Background: an optimization exercise with open tools, aiming at small area, a short achievable clock period and few clock cycles. Do not read the settings as production practice.
In this exercise RTL edits were held to simulation tests only and were not proved equivalent to the original.

raven:
// armCore
module armCore (
	input  logic        clk,
	input  logic        reset,
	input  logic [31:0] readData,
	output logic        memWrite,
	output logic [31:0] adr,
	output logic [31:0] writeData
);
export LEC_CHECK = 0
export CAP_MARGIN = 20
export CORE_MARGIN = 2
export CORE_UTILIZATION = 60
export SLEW_MARGIN = 20
export TNS_END_PERCENT = 10
create_clock -name core_clock -period 14.0 [get_ports {clk}]
standard.sh (not shown) runs the stock make flow with config.mk's settings and CLKGATE_MAP_FILE= SYNTH_SCRIPT=/design/flow/synth_recipe.tcl, a recipe that flattens the netlist after the stock synthesis.
==> flow/flow/run.sh <==
#!/bin/bash
# Standard layout (the standard.sh: ORFS from the standard synthesis to
# finish), with two changes passed to ORFS's make:
#  - repair_timing aims for the setup slack margin in flow/margin.txt (ns),
#    at each stage where the standard flow repairs timing;
#  - clock tree synthesis inserts no dummy loads.
# Each tool's output goes to standard.log and ORFS's own logs under orfs/logs.
set -euo pipefail
MARGIN=$(cat flow/margin.txt)
bash standard.sh SETUP_SLACK_MARGIN=$MARGIN \
	"CTS_ARGS=-sink_clustering_enable -repair_clock_nets -dont_use_dummy_load" \
	finish > standard.log 2>&1
==> flow/flow/margin.txt <==
9.1
Testbench counts of raven, summed over its fixed seeds: cycles 23,856.
For xenon, these inputs were changed with respect to raven:
- setting SETUP_SLACK_MARGIN to 5 for the first time
==> flow/run.sh (new file) <==
#!/bin/bash
# synth_recipe.tcl (not shown) runs the flow's synth.tcl, then flattens the netlist and writes it again
# the make line also repeats each setting of config.mk as NAME=value (left out here)
make -C /OpenROAD-flow-scripts/flow DESIGN_CONFIG=/design/flow/config.mk WORK_HOME=/design/flow/orfs CLKGATE_MAP_FILE= SYNTH_SCRIPT=/design/flow/synth_recipe.tcl finish
removed: flow/flow/run.sh
removed: flow/flow/margin.txt
removed: flow/standard.sh
[summary]
On met3 demand-to-capacity share in global routing: between raven and xenon, it ends up higher for raven. Number of buffers created by CTS ends up higher on raven. Delta (xenon minus raven): cell area about even; count of clock-buffer cells in the layout rose 17; critical path depth rose 16; synthesis-to-finish area growth rose 0.18 points. The proportion of cell area occupied by registers on raven is in line with that on xenon.

* * *

== tundra ==
armCore again, from the RTL that the note above started with.
export LEC_CHECK = 0
export CAP_MARGIN = 20
export CORE_MARGIN = 2
export CORE_UTILIZATION = 60
export SLEW_MARGIN = 20
export TNS_END_PERCENT = 10
create_clock -name core_clock -period 14.0 [get_ports {clk}]
==> flow/flow/run.sh <==
#!/bin/bash
# Standard layout (the standard.sh: ORFS from the standard synthesis to
# finish), with two changes passed to ORFS's make:
#  - repair_timing aims for the setup slack margin in flow/margin.txt (ns),
#    at each stage where the standard flow repairs timing;
#  - clock tree synthesis inserts no dummy loads.
# Each tool's output goes to standard.log and ORFS's own logs under orfs/logs.
set -euo pipefail
MARGIN=$(cat flow/margin.txt)
bash standard.sh SETUP_SLACK_MARGIN=$MARGIN \
	"CTS_ARGS=-sink_clustering_enable -repair_clock_nets -dont_use_dummy_load" \
	finish > standard.log 2>&1
==> flow/flow/margin.txt <==
10
tundra completed end to end with timing, DRC and antenna clean.
Testbench counts of tundra, summed over its fixed seeds: cycles 23,856.
Inputs modified between tundra and harbor:
==> flow/flow/margin.txt <==
9.5
==> comparison <==
On hold slack, harbor and tundra are neck and neck.
Compared with tundra, harbor shows fill cell total of the finished layout that has gone up by a few percent.
The run showing the greater area growth from synthesis to layout is tundra.
On clock distribution area overhead in the final layout, harbor and tundra are basically level.
Worst setup slack in harbor is 0.091 ns above tundra.
harbor ended up with selA[12]$_SDFFCE_PN0P_ as its launch point of the critical path; tundra ended up with ir[29]$_DFFE_PP_.
Of harbor and tundra, the lower number of global-route vias before repair belongs to harbor.
registers as the cell group occupying the most layout area was reported by harbor, and multi-input gates by tundra.
Comparing vias after detailed routing for harbor and tundra, the bigger number came from tundra.
The number of cells produced by synthesis of harbor and that of tundra are within noise of each other.
harbor against tundra: overall routed net length shrank by 1.7%, cell area shrank by 2.6%.
Here is what was changed in the inputs of maple compared with harbor.
Settings: CORE_UTILIZATION: 60 -> 65.
~same synthesized netlist cell count in maple and harbor. Area overhead of the layout relative to synthesis: harbor vs maple — no meaningful difference. maple against harbor: setup slack higher, met1 demand-to-capacity share in global routing higher. The run showing the greater pre-CTS worst setup slack is maple. Count of inserted tapcells (maple / harbor): 0.913. The final standard cell utilization of the core reported for maple is greater than that of harbor by 5.8 points. On final net count, maple and harbor are neck and neck. Diff maple and harbor: first-pass GRT wire length higher in harbor. Critical path class = reg -> out: maple; critical path class = reg -> reg: harbor. Area of the die shrinks by a little under 10% when moving from harbor to maple.
## Diff of input files: willow against maple
Settings: CORE_UTILIZATION now 60, was 65; TNS_END_PERCENT now 0, was 10.
==> comparison <==
Non-clock buffer count: willow vs maple down 30. willow: final non-filler cell total is 1.1% higher than what maple reported. The lower core footprint of willow and maple is in maple. willow vs maple on combined area of the multi-input logic cells: willow is the lower one. Compare willow and maple | area of placed instances higher: willow. met2 track utilization from global routing for willow is lower than for maple.

==> port drivers added, routing unchanged <==
The flow's constraints put no driver on any port. The routed layouts listed below were extracted and timed again, unchanged, in two steps.
Step 1, drivers: a clkbuf_16 drives clk and a buf_2 each remaining input, both assumed.
Step 2 moves the port delays by t, midway between the first and last clock arrival at a register: inputs arrive t later, outputs are due t later. That takes back most of the time a late clock gives input paths.
Slacks: no drivers / after step 1 / after step 2; pairs: no drivers / after step 1.
run | t (ns) | setup WS [ns] | worst setup path after step 2 | worst register clock-pin slew, ns | worst data-port slew with drivers (ns)
raven | 0.700 | 8.849 / 8.783 / 8.345 | input to register | 0.06 / 0.06 | 0.07
xenon | 0.701 | 7.625 / 7.625 / 7.625 | register to register | 0.07 / 0.07 | 0.06
tundra | 0.699 | 9.086 / 9.086 / 8.762 | input to register | 0.06 / 0.06 | 0.07
harbor | 0.701 | 9.177 / 9.124 / 8.621 | input to register | 0.06 / 0.06 | 0.07
maple | 0.681 | 9.197 / 9.131 / 8.579 | input to register | 0.07 / 0.07 | 0.07
willow | 0.699 | 9.127 / 9.127 / 8.594 | input to register | 0.06 / 0.06 | 0.07
After both steps every run listed still meets setup and hold. The setup slack of maple, which loses most, moves by -0.066 ns with the drivers and by -0.618 ns with both steps.
